This is an optimization exercise on Yosys and OpenROAD, whose aim is a short achievable clock period and few clock cycles per item, not a production implementation.
At most, simulation tests tie the RTL to the original design; equivalence was not proved.
The clock port is modelled as an ideal driver; clocking choices that lean on that would not hold on a real chip.
No activity file was given, so power comes from the tool's default toggle rates.

## exp/harbor
Design mem_arbiter_n, start of the top module:
module mem_arbiter_n #(
  parameter int NUM_CH  = 4,
  parameter int ADDR_W  = 32,
  parameter int LINE_W  = 256,
  parameter int BURST_W = 64
) (
  input  logic                       clk,
  input  logic                       reset_n,
  input  logic [NUM_CH-1:0]          ch_read_i,
  input  logic [NUM_CH-1:0]          ch_write_i,
  input  logic [NUM_CH*ADDR_W-1:0]   ch_addr_i,
  input  logic [NUM_CH*LINE_W-1:0]   ch_wline_i,
  output logic [LINE_W-1:0]          ch_rline_o,
  output logic [NUM_CH-1:0]          ch_resp_o,
  output logic                       stall_o,
  input  logic                       resp_i,
  input  logic [BURST_W-1:0]         burst_i,
  output logic [BURST_W-1:0]         burst_o,
  output logic [ADDR_W-1:0]          address_o,
  output logic                       read_o,
  output logic                       write_o
);
For scale: about 2,900 cells after synthesis, about 610 flip-flops, about 1,600 I/O pins, roughly 0.029 mm² of cells after synthesis.
Settings: LEC_CHECK=0, ABC_CLOCK_PERIOD_IN_PS=2000, CAP_MARGIN=20, CORE_AREA=10 10 450 450, DIE_AREA=0 0 460 460, SETUP_SLACK_MARGIN=2.2, SLEW_MARGIN=20; clock period 4.5 ns.
standard.sh (not shown) runs the stock make flow with config.mk's settings and CLKGATE_MAP_FILE= SYNTH_SCRIPT=/design/flow/synth_recipe.tcl, a recipe that flattens the netlist after the stock synthesis.
==> flow/flow/run.sh <==
#!/bin/bash
# The standard layout (standard synthesis, floorplan, placement, CTS, routing), with
#  - the resizer allowed to swap a cell for any cell of the same function, not only
#    same-footprint ones;
#  - the port buffers made as buf_4 rather than the flow's default buffer;
#  - the delay cells (clkdlybuf4s*, dlygate*, dlymetal*) kept out of placement and routing
#    repairs, which otherwise pick them as fanout and port buffers;
#  - the request pins and stall_o (the one path from inputs straight to an output) kept
#    next to each other on the die edge (flow/pins.tcl, run before pin placement);
#  - a fanout cap for the resizer's repairs (flow/fanout.tcl, run before the first repair).
# Synthesis runs first on its own, unchanged. ORFS writes each step's log under orfs/logs;
# make's own output goes to synth.log and layout.log.
set -e
bash standard.sh synth > synth.log 2>&1
DU=$(make -s -C "$FLOW_HOME" DESIGN_CONFIG=$PWD/config.mk WORK_HOME=$PWD/orfs print-DONT_USE_CELLS | sed -n 's/^DONT_USE_CELLS: //p')
DLY="sky130_fd_sc_hd__clkdlybuf4s15_1 sky130_fd_sc_hd__clkdlybuf4s15_2 sky130_fd_sc_hd__clkdlybuf4s18_1 sky130_fd_sc_hd__clkdlybuf4s18_2 sky130_fd_sc_hd__clkdlybuf4s25_1 sky130_fd_sc_hd__clkdlybuf4s25_2 sky130_fd_sc_hd__clkdlybuf4s50_1 sky130_fd_sc_hd__clkdlybuf4s50_2 sky130_fd_sc_hd__dlygate4sd1_1 sky130_fd_sc_hd__dlygate4sd2_1 sky130_fd_sc_hd__dlygate4sd3_1 sky130_fd_sc_hd__dlymetal6s2s_1 sky130_fd_sc_hd__dlymetal6s4s_1 sky130_fd_sc_hd__dlymetal6s6s_1"
echo "DONT_USE_CELLS=$DU $DLY" > dont_use.log
export PRE_IO_PLACEMENT_TCL=$PWD/flow/pins.tcl
export PRE_RESIZE_TCL=$PWD/flow/fanout.tcl
bash standard.sh MATCH_CELL_FOOTPRINT=0 "BUFFER_PORTS_ARGS=-buffer_cell sky130_fd_sc_hd__buf_4" "DONT_USE_CELLS=$DU $DLY" finish > layout.log 2>&1
==> flow/flow/fanout.tcl <==
# Cap fanout for the resizer's repairs, so wide selects get buffer trees early.
set_max_fanout 12 [current_design]
==> flow/flow/pins.tcl <==
# Keep the channel request pins and stall_o together, so the stall_o logic sits at the edge.
set_io_pin_constraint -group -order -pin_names {ch_read_i[0] ch_write_i[0] ch_read_i[1] ch_write_i[1] stall_o ch_read_i[2] ch_write_i[2] ch_read_i[3] ch_write_i[3]}
Testbench counts of exp/harbor, summed over its fixed seeds: cycles 7,152, items 1,536.
For exp/amber, these inputs were changed with respect to exp/harbor:
# exp/harbor
export LEC_CHECK = 0
export ABC_CLOCK_PERIOD_IN_PS = 2000
export CAP_MARGIN = 20
export CORE_AREA = 10 10 450 450
export DIE_AREA = 0 0 460 460
export SETUP_SLACK_MARGIN = 2.2
export SLEW_MARGIN = 20
create_clock -name core_clock -period 4.5 [get_ports {clk}]
# exp/amber
export LEC_CHECK = 0
export ABC_CLOCK_PERIOD_IN_PS = 2000
export CAP_MARGIN = 20
export CORE_AREA = 10 10 570 570
export DIE_AREA = 0 0 580 580
export SETUP_SLACK_MARGIN = 2.2
export SLEW_MARGIN = 20
create_clock -name core_clock -period 4.5 [get_ports {clk}]
## What came out
exp/amber vs exp/harbor: number of global-route vias before repair down slightly
Compared with exp/harbor, in exp/amber initial cell density of the core lower; max capacitance violation total roughly the same; data arrival at the endpoint of the critical path lower; tap cell count higher.
Between exp/amber and exp/harbor, it is exp/amber whose length of routed met2 wiring is higher, by about 6%.
Comparing the two runs side by side, exp/amber comes out behind exp/harbor on post-route cell area.
Modified inputs, exp/xenon compared to exp/amber
# exp/amber
export LEC_CHECK = 0
export ABC_CLOCK_PERIOD_IN_PS = 2000
export CAP_MARGIN = 20
export CORE_AREA = 10 10 570 570
export DIE_AREA = 0 0 580 580
export SETUP_SLACK_MARGIN = 2.2
export SLEW_MARGIN = 20
create_clock -name core_clock -period 4.5 [get_ports {clk}]
# exp/xenon
export LEC_CHECK = 0
export ABC_CLOCK_PERIOD_IN_PS = 2000
export CAP_MARGIN = 20
export CORE_AREA = 10 10 500 500
export DIE_AREA = 0 0 510 510
export SETUP_SLACK_MARGIN = 2.2
export SLEW_MARGIN = 20
create_clock -name core_clock -period 4.5 [get_ports {clk}]
### Flow results
Power: exp/xenon draws less than exp/amber. Synthesized area: exp/amber vs exp/xenon identical. exp/xenon vs exp/amber: maximum number of buffers from clock root to sink down. In the metrics for exp/xenon and exp/amber, the one carrying the higher final worst slack is exp/xenon. Cell area shrinks by a few percent when moving from exp/amber to exp/xenon. Slowest library cell on the worst path = sky130_fd_sc_hd__buf_2: exp/xenon; slowest library cell on the worst path = sky130_fd_sc_hd__dfrtp_1: exp/amber.
## Diff of input files: exp/cedar against exp/xenon
-- flow/flow/run.sh --
<<< exp/xenon, line 8
#  - the request pins and stall_o (the one path from inputs straight to an output) kept
#    next to each other on the die edge (flow/pins.tcl, run before pin placement);
#  - a fanout cap for the resizer's repairs (flow/fanout.tcl, run before the first repair).
# Synthesis runs first on its own, unchanged. ORFS writes each step's log under orfs/logs;
# make's own output goes to synth.log and layout.log.
>>> exp/cedar, line 8
#  - the request pins and stall_o (the one path from inputs straight to an output) kept
#    next to each other on the die edge (flow/pins.tcl, run before pin placement);
#  - a fanout cap for the resizer's repairs (flow/fanout.tcl, run before the first repair);
#  - a second, longer setup repair after clock tree synthesis (flow/post_cts.tcl).
# Synthesis runs first on its own, unchanged. ORFS writes each step's log under orfs/logs;
# make's own output goes to synth.log and layout.log.
<<< exp/xenon, line 18
export PRE_IO_PLACEMENT_TCL=$PWD/flow/pins.tcl
export PRE_RESIZE_TCL=$PWD/flow/fanout.tcl
bash standard.sh MATCH_CELL_FOOTPRINT=0 "BUFFER_PORTS_ARGS=-buffer_cell sky130_fd_sc_hd__buf_4" "DONT_USE_CELLS=$DU $DLY" finish > layout.log 2>&1
>>> exp/cedar, line 19
export PRE_IO_PLACEMENT_TCL=$PWD/flow/pins.tcl
export PRE_RESIZE_TCL=$PWD/flow/fanout.tcl
export POST_CTS_TCL=$PWD/flow/post_cts.tcl
bash standard.sh MATCH_CELL_FOOTPRINT=0 "BUFFER_PORTS_ARGS=-buffer_cell sky130_fd_sc_hd__buf_4" "DONT_USE_CELLS=$DU $DLY" finish > layout.log 2>&1
==> flow/flow/post_cts.tcl (new file) <==
# A second, longer setup repair after clock tree synthesis, then legalise again.
set_dont_use $::env(DONT_USE_CELLS)
estimate_parasitics -placement
repair_timing -setup -setup_margin 2.4 -repair_tns 100 -max_passes 10000 -verbose
detailed_placement
check_placement -verbose
==> run notes <==
Est. power | exp/cedar vs exp/xenon | exp/cedar higher
From exp/xenon to exp/cedar the numbers moved as follows: data required time at the worst endpoint moved down, upper clock frequency limit moved up, share of power burned in the clock network moved down, relative slew slack moved up.
Summary of exp/cedar over exp/xenon: core utilization of the finished layout picked up an extra 1.4 points, critical path data arrival time went down 1590 ps, period utilization shrank by 1.9 points, maximum number of pins on one net before global-route repair neither gained nor lost much, minimum hold slack -53 ps.
exp/xenon has a higher largest fanout on the critical path than exp/cedar.
Setup changes, exp/cedar to exp/garnet
# exp/cedar
export LEC_CHECK = 0
export ABC_CLOCK_PERIOD_IN_PS = 2000
export CAP_MARGIN = 20
export CORE_AREA = 10 10 500 500
export DIE_AREA = 0 0 510 510
export SETUP_SLACK_MARGIN = 2.2
export SLEW_MARGIN = 20
create_clock -name core_clock -period 4.5 [get_ports {clk}]
# exp/garnet
export LEC_CHECK = 0
export ABC_CLOCK_PERIOD_IN_PS = 2000
export CAP_MARGIN = 20
export CORE_AREA = 10 10 450 450
export DIE_AREA = 0 0 460 460
export SETUP_SLACK_MARGIN = 2.2
export SLEW_MARGIN = 20
create_clock -name core_clock -period 4.5 [get_ports {clk}]
Notes after the runs:
Compared with exp/cedar, in exp/garnet largest clock skew in the final design has decreased, fill cell total of the finished layout decreased by 21% relative to the old numbers, setup slack lost 55 ps, fraction of final layout cells with drive strength greater than 1 climbed 0.99 points.
exp/cedar finished every stage and its layout cleared the timing, DRC and antenna checks.
exp/garnet completed end to end with timing, DRC and antenna clean.
exp/garnet vs exp/cedar — part of the total power dissipated in combinational logic dropped 0.5 points.
Placeable core area, exp/garnet vs exp/cedar: down by more than 10%

* * *

Another version of the RTL of mem_arbiter_n (not shown whole).
For scale: about 2700 cells after synthesis, ~610 flip-flops, about 28000 um2 of cells after synthesis.
clock: 4.5 ns
lec_check: 0
abc_clock_period_in_ps: 2000
cap_margin: 20
core_area: 10 10 450 450
die_area: 0 0 460 460
setup_slack_margin: 2.2
slew_margin: 20
run.sh (not shown) runs the stock make flow with config.mk's settings and CLKGATE_MAP_FILE= SYNTH_SCRIPT=/design/flow/synth_recipe.tcl, a recipe that flattens the netlist after the stock synthesis.
Stock flow here: none of the scripts above is used.
Testbench counts at the start, summed over its fixed seeds: cycles 7,152, items 1,536.
Then changed:
==> flow/flow/run.sh (new file) <==
#!/bin/bash
# The standard layout (standard synthesis, floorplan, placement, CTS, routing), with
#  - the resizer allowed to swap a cell for any cell of the same function, not only
#    same-footprint ones;
#  - the port buffers made as buf_4 rather than the flow's default buffer;
#  - the request pins and stall_o (the one path from inputs straight to an output) kept
#    next to each other on the die edge (flow/pins.tcl, run before pin placement).
# ORFS writes each step's log under orfs/logs; make's own output goes to standard.log.
export PRE_IO_PLACEMENT_TCL=$PWD/flow/pins.tcl
bash standard.sh MATCH_CELL_FOOTPRINT=0 "BUFFER_PORTS_ARGS=-buffer_cell sky130_fd_sc_hd__buf_4" finish > standard.log 2>&1
==> flow/flow/pins.tcl (new file) <==
# Keep the channel request pins and stall_o together, so the stall_o logic sits at the edge.
set_io_pin_constraint -group -order -pin_names {ch_read_i[0] ch_write_i[0] ch_read_i[1] ch_write_i[1] stall_o ch_read_i[2] ch_write_i[2] ch_read_i[3] ch_write_i[3]}
==> flow/standard.sh (new file) <==
#!/bin/bash
# synth_recipe.tcl (not shown) runs the flow's synth.tcl, then flattens the netlist and writes it again
# the make line also repeats each setting of config.mk as NAME=value (left out here)
make -C /OpenROAD-flow-scripts/flow DESIGN_CONFIG=/design/flow/config.mk WORK_HOME=/design/flow/orfs CLKGATE_MAP_FILE= SYNTH_SCRIPT=/design/flow/synth_recipe.tcl "${@:-finish}"
- CORE_AREA: 10 10 450 450 -> 10 10 570 570
- DIE_AREA: 0 0 460 460 -> 0 0 580 580
removed: flow/run.sh
After rerunning: The new run finished with timing, DRC and antenna clean. Routed wire length rises by 6.5%. Power rises by 2.3%. Combinational power rises by about 4%. Critical path depth falls by 1. Setup slack gains 0.028 ns. Sequential cell count is unchanged. Die area rises by 59%. Core utilization falls by 10 points. Global-route usage falls by 10 points. Cell area falls by 1.4%. Clock power rises by about 2%.
Then changed:
==> flow/run.sh (new file) <==
#!/bin/bash
# synth_recipe.tcl (not shown) runs the flow's synth.tcl, then flattens the netlist and writes it again
# the make line also repeats each setting of config.mk as NAME=value (left out here)
make -C /OpenROAD-flow-scripts/flow DESIGN_CONFIG=/design/flow/config.mk WORK_HOME=/design/flow/orfs CLKGATE_MAP_FILE= SYNTH_SCRIPT=/design/flow/synth_recipe.tcl finish
removed: flow/flow/run.sh
removed: flow/flow/pins.tcl
removed: flow/standard.sh
Outcome: The new run finished with timing, DRC and antenna clean. Wire length rose by a few percent. Worst setup slack loses 0.13 ns. Total power rose by a few percent. Non-clock buffer count rose by 36. Area after synthesis does not change. Synthesized cell count is unchanged.
Then changed:
==> flow/flow/run.sh (new file) <==
#!/bin/bash
# The standard layout (standard synthesis, floorplan, placement, CTS, routing), with
#  - the resizer allowed to swap a cell for any cell of the same function, not only
#    same-footprint ones;
#  - the port buffers made as buf_4 rather than the flow's default buffer.
# ORFS writes each step's log under orfs/logs; make's own output goes to standard.log.
bash standard.sh MATCH_CELL_FOOTPRINT=0 "BUFFER_PORTS_ARGS=-buffer_cell sky130_fd_sc_hd__buf_4" finish > standard.log 2>&1
==> flow/standard.sh (new file) <==
#!/bin/bash
# synth_recipe.tcl (not shown) runs the flow's synth.tcl, then flattens the netlist and writes it again
# the make line also repeats each setting of config.mk as NAME=value (left out here)
make -C /OpenROAD-flow-scripts/flow DESIGN_CONFIG=/design/flow/config.mk WORK_HOME=/design/flow/orfs CLKGATE_MAP_FILE= SYNTH_SCRIPT=/design/flow/synth_recipe.tcl "${@:-finish}"
removed: flow/run.sh
Sequential power is about the same.
Die area does not change.
Combinational power fell by a little under a tenth.
Routed wire length fell by a few percent.
Register-to-register slack improves by 0.15 ns.
Global-route usage fell by 0.89 points.
Cell count fell slightly.
Clock skew rose by 0.021 ns.
Worst hold slack improves by 0.048 ns.

* * *

Setup of red:
mem_arbiter_n, a different RTL version from the one above (not shown whole).
Size in the first run: about 1800 cells after synthesis, ~450 flip-flops, about 1600 I/O pins, roughly 0.022 mm2 of cells after synthesis.
clock: 4.5 ns
lec_check: 0
cap_margin: 20
core_area: 10 10 570 570
die_area: 0 0 580 580
slew_margin: 20
Stock flow here: none of the scripts above is used.
Every stage of the flow completed for red, and the final layout passed the timing, DRC and antenna checks.
Modified inputs, blue compared to red
- SETUP_SLACK_MARGIN: unset -> 2.2
- ABC_CLOCK_PERIOD_IN_PS: unset -> 2000
### Flow results
On blue: part of the total power dissipated in the clock network is 3.2 points lower than what red gave.
As of blue, power had risen by more than 10% compared to red.
Going from red to blue, wire length of the first global-routing pass moved up, wire length moved up, layout buffer count excluding clock buffers moved up.
red reports its startpoint of the most critical setup path as resp_i while blue reports cnt_q[0].
Compared with red, blue shows a higher share of cells above drive strength 1.
Compared with red, blue shows a higher half-perimeter wire length after detailed placement.
NOTE: number of antenna violations at the first check in global routing in blue falls short of that of red
No run of this note included a check of the RTL's function; only the layout flow was run.

* * *

== run A ==
mem_arbiter_n with an RTL version that a note above also has.
Size in the first run: about 2900 cells after synthesis, about 1600 I/O pins.
clock: 4.5 ns
lec_check: 0
abc_clock_period_in_ps: 2000
cap_margin: 20
core_area: 10 10 570 570
die_area: 0 0 580 580
setup_slack_margin: 2.2
slew_margin: 20
standard.sh (not shown) runs the stock make flow with config.mk's settings and CLKGATE_MAP_FILE= SYNTH_SCRIPT=/design/flow/synth_recipe.tcl, a recipe that flattens the netlist after the stock synthesis.
==> flow/flow/run.sh <==
#!/bin/bash
# The standard layout (standard synthesis, floorplan, placement, CTS, routing), with
#  - the resizer allowed to swap a cell for any cell of the same function, not only
#    same-footprint ones;
#  - the port buffers made as buf_4 rather than the flow's default buffer;
#  - the request pins and stall_o (the one path from inputs straight to an output) kept
#    next to each other on the die edge (flow/pins.tcl, run before pin placement);
#  - a fanout cap for the resizer's repairs (flow/fanout.tcl, run before the first repair).
# ORFS writes each step's log under orfs/logs; make's own output goes to standard.log.
export PRE_IO_PLACEMENT_TCL=$PWD/flow/pins.tcl
export PRE_RESIZE_TCL=$PWD/flow/fanout.tcl
bash standard.sh MATCH_CELL_FOOTPRINT=0 "BUFFER_PORTS_ARGS=-buffer_cell sky130_fd_sc_hd__buf_4" finish > standard.log 2>&1
==> flow/flow/pins.tcl <==
# Keep the channel request pins and stall_o together, so the stall_o logic sits at the edge.
set_io_pin_constraint -group -order -pin_names {ch_read_i[0] ch_write_i[0] ch_read_i[1] ch_write_i[1] stall_o ch_read_i[2] ch_write_i[2] ch_read_i[3] ch_write_i[3]}
Scripts as last shown in full above: flow/flow/fanout.tcl
Testbench counts of run A, summed over its fixed seeds: cycles 7,152, items 1,536.
The following lists how run B was set up differently from run A:
# run A
export LEC_CHECK = 0
export ABC_CLOCK_PERIOD_IN_PS = 2000
export CAP_MARGIN = 20
export CORE_AREA = 10 10 570 570
export DIE_AREA = 0 0 580 580
export SETUP_SLACK_MARGIN = 2.2
export SLEW_MARGIN = 20
create_clock -name core_clock -period 4.5 [get_ports {clk}]
# run B
export LEC_CHECK = 0
export ABC_CLOCK_PERIOD_IN_PS = 2000
export CAP_MARGIN = 20
export CORE_AREA = 10 10 570 570
export CTS_CLUSTER_DIAMETER = 120
export CTS_CLUSTER_SIZE = 24
export DIE_AREA = 0 0 580 580
export SETUP_SLACK_MARGIN = 2.2
export SLEW_MARGIN = 20
create_clock -name core_clock -period 4.5 [get_ports {clk}]
==> run notes <==
- Re number of tap cells added at floorplan: no difference whatsoever between run A and run B.
- Row fraction of power consumed by the clock network: run B lower / run A higher
- Run B has completed all stages; timing, DRC and antenna checks passed.
- Changes observed in run B relative to run A: storage element area closely matched the old numbers; highest clock frequency the design can meet shows an increase of 1.5%; share of the final layout cell area in sequential cells now sits higher.
- Portion of the layout cell area used by clock cells is lower on run B
[inputs] run C vs run B
diff --git a/flow/flow/run.sh b/flow/flow/run.sh
--- a/flow/flow/run.sh
+++ b/flow/flow/run.sh
@@ -5,0 +6,2 @@
+#  - the delay cells (clkdlybuf4s*, dlygate*, dlymetal*) kept out of placement and routing
+#    repairs, which otherwise pick them as fanout and port buffers;
@@ -9 +11,7 @@
-# ORFS writes each step's log under orfs/logs; make's own output goes to standard.log.
+# Synthesis runs first on its own, unchanged. ORFS writes each step's log under orfs/logs;
+# make's own output goes to synth.log and layout.log.
+set -e
+bash standard.sh synth > synth.log 2>&1
+DU=$(make -s -C "$FLOW_HOME" DESIGN_CONFIG=$PWD/config.mk WORK_HOME=$PWD/orfs print-DONT_USE_CELLS | sed -n 's/^DONT_USE_CELLS: //p')
+DLY="sky130_fd_sc_hd__clkdlybuf4s15_1 sky130_fd_sc_hd__clkdlybuf4s15_2 sky130_fd_sc_hd__clkdlybuf4s18_1 sky130_fd_sc_hd__clkdlybuf4s18_2 sky130_fd_sc_hd__clkdlybuf4s25_1 sky130_fd_sc_hd__clkdlybuf4s25_2 sky130_fd_sc_hd__clkdlybuf4s50_1 sky130_fd_sc_hd__clkdlybuf4s50_2 sky130_fd_sc_hd__dlygate4sd1_1 sky130_fd_sc_hd__dlygate4sd2_1 sky130_fd_sc_hd__dlygate4sd3_1 sky130_fd_sc_hd__dlymetal6s2s_1 sky130_fd_sc_hd__dlymetal6s4s_1 sky130_fd_sc_hd__dlymetal6s6s_1"
+echo "DONT_USE_CELLS=$DU $DLY" > dont_use.log
@@ -12 +20 @@
-bash standard.sh MATCH_CELL_FOOTPRINT=0 "BUFFER_PORTS_ARGS=-buffer_cell sky130_fd_sc_hd__buf_4" finish > standard.log 2>&1
+bash standard.sh MATCH_CELL_FOOTPRINT=0 "BUFFER_PORTS_ARGS=-buffer_cell sky130_fd_sc_hd__buf_4" "DONT_USE_CELLS=$DU $DLY" finish > layout.log 2>&1
Cell area | run C vs run B | run C smaller. Comparing areal power density over the cells for run B and run C, the bigger number came from run C. Going from run B to run C, sequential share of layout area went up by 0.42 points, layout-stage area growth over the synthesis result -2.8 points, number of buffers inserted by hold repair at cts rose by 1. The time the worst path needs with I/O delays and setup of run C exceeds that of run B by 0.028 ns. Total power for run C is lower than for run B. Row maximum fanout count along the critical path: run C higher / run B lower. In run C, top achievable clock speed is lower than in run B.
Changes in run D relative to run C:
# run C
export LEC_CHECK = 0
export ABC_CLOCK_PERIOD_IN_PS = 2000
export CAP_MARGIN = 20
export CORE_AREA = 10 10 570 570
export CTS_CLUSTER_DIAMETER = 120
export CTS_CLUSTER_SIZE = 24
export DIE_AREA = 0 0 580 580
export SETUP_SLACK_MARGIN = 2.2
export SLEW_MARGIN = 20
create_clock -name core_clock -period 4.5 [get_ports {clk}]
# run D
export LEC_CHECK = 0
export ABC_CLOCK_PERIOD_IN_PS = 2000
export CAP_MARGIN = 20
export CORE_AREA = 10 10 500 500
export DIE_AREA = 0 0 510 510
export SETUP_SLACK_MARGIN = 2.2
export SLEW_MARGIN = 20
create_clock -name core_clock -period 4.5 [get_ports {clk}]
diff --git a/flow/flow/run.sh b/flow/flow/run.sh
--- a/flow/flow/run.sh
+++ b/flow/flow/run.sh
@@ -10 +10,3 @@
-#  - a fanout cap for the resizer's repairs (flow/fanout.tcl, run before the first repair).
+#  - a fanout cap for the resizer's repairs (flow/fanout.tcl, run before the first repair);
+#  - a second, longer setup repair after clock tree synthesis (flow/post_cts.tcl), and
+#    another after global routing (flow/post_grt.tcl).
@@ -19,0 +22,2 @@
+export POST_CTS_TCL=$PWD/flow/post_cts.tcl
+export POST_GLOBAL_ROUTE_TCL=$PWD/flow/post_grt.tcl
==> flow/flow/post_cts.tcl (new file) <==
# A second, longer setup repair after clock tree synthesis, then legalise again.
set_dont_use $::env(DONT_USE_CELLS)
estimate_parasitics -placement
repair_timing -setup -setup_margin 2.4 -repair_tns 100 -max_passes 10000 -verbose
detailed_placement
check_placement -verbose
==> flow/flow/post_grt.tcl (new file) <==
# A further setup repair with global-route parasitics, then re-route the changed nets and
# write the route guides again for the detailed router.
set_dont_use $::env(DONT_USE_CELLS)
estimate_parasitics -global_routing
global_route -start_incremental
repair_timing -setup -setup_margin 2.4 -repair_tns 100 -max_passes 10000 -verbose
detailed_placement
global_route -end_incremental -congestion_report_file $::env(REPORTS_DIR)/congestion_post_grt_hook.rpt
check_placement -verbose
estimate_parasitics -global_routing
write_guides $::env(RESULTS_DIR)/route.guide
==> run notes <==
- Diff run D and run C: critical path depth higher in run C
- Route | run D vs run C | wire shorter in run D
- STATUS setup slack at placement: run D wins against run C
- Re sequential share of cell area: run D is 1.5 points down on run C.
- Initial antenna violation count in run D vs run C: down 22%
- Run D gives more via count than run C did.
- Run D vs run C, total power draw went up by 5100 uW.
- Going from run C to run D, the combined global-route utilization of all metal layers was found to have gone up by 4.8 points.
- In summary, run D completed successfully, with a layout that passed the timing, DRC and antenna checks.
- Largest fanout on the critical path down 10 in run D wrt run C
- Of the two candidates, run C has the worse final period demand of the worst path and run D the better one.

==> port drivers added, routing unchanged <==
The results above use ideal ports. As a check the final layouts listed here were re-extracted and re-timed, cells and wires unchanged.
Step 1 sets driving cells, clkbuf_16 on the clock port and buf_2 on the other inputs (assumed; they add their load-dependent delay and slew).
Step 2 adds t to the input delays and takes it off the output delays; t is the mean of the earliest and latest rising clock arrival at the registers after step 1. Input paths then give back, and output paths get back, about the clock's delay inside the block.
Three values: ideal ports, drivers, drivers and shift; two values: the first two.
run	shift t [ns]	setup WS [ns]	worst slew at a driven data input, ns
exp/harbor	0.784	2.101 / 2.073 / 1.434	0.41
exp/amber	0.844	2.076 / 1.983 / 1.278	0.49
exp/xenon	0.808	2.110 / 2.110 / 1.414	0.41
exp/cedar	0.805	2.194 / 2.143 / 1.476	0.38
exp/garnet	0.785	2.138 / 2.079 / 1.381	0.44
the first run of note 2	0.794	2.069 / 2.046 / 1.464	0.45
the second run of note 2	0.859	2.097 / 2.030 / 1.466	0.56
the third run of note 2	0.841	1.971 / 1.905 / 1.403	0.53
the fourth run of note 2	0.849	2.060 / 1.978 / 1.537	0.55
red	0.791	0.372 / 0.386 / -0.405	0.54
blue	0.803	1.388 / 1.388 / 0.803	0.56
run A	0.879	2.062 / 2.009 / 1.295	0.56
run B	0.815	2.099 / 2.049 / 1.304	0.64
run C	0.838	2.071 / 1.988 / 1.358	0.47
run D	0.808	2.193 / 2.140 / 1.513	0.39
Met with ideal ports but missed after step 2: setup timing in red. For exp/amber, which loses most, drivers alone change the setup slack by -0.093 ns; drivers and shift together by -0.798 ns.
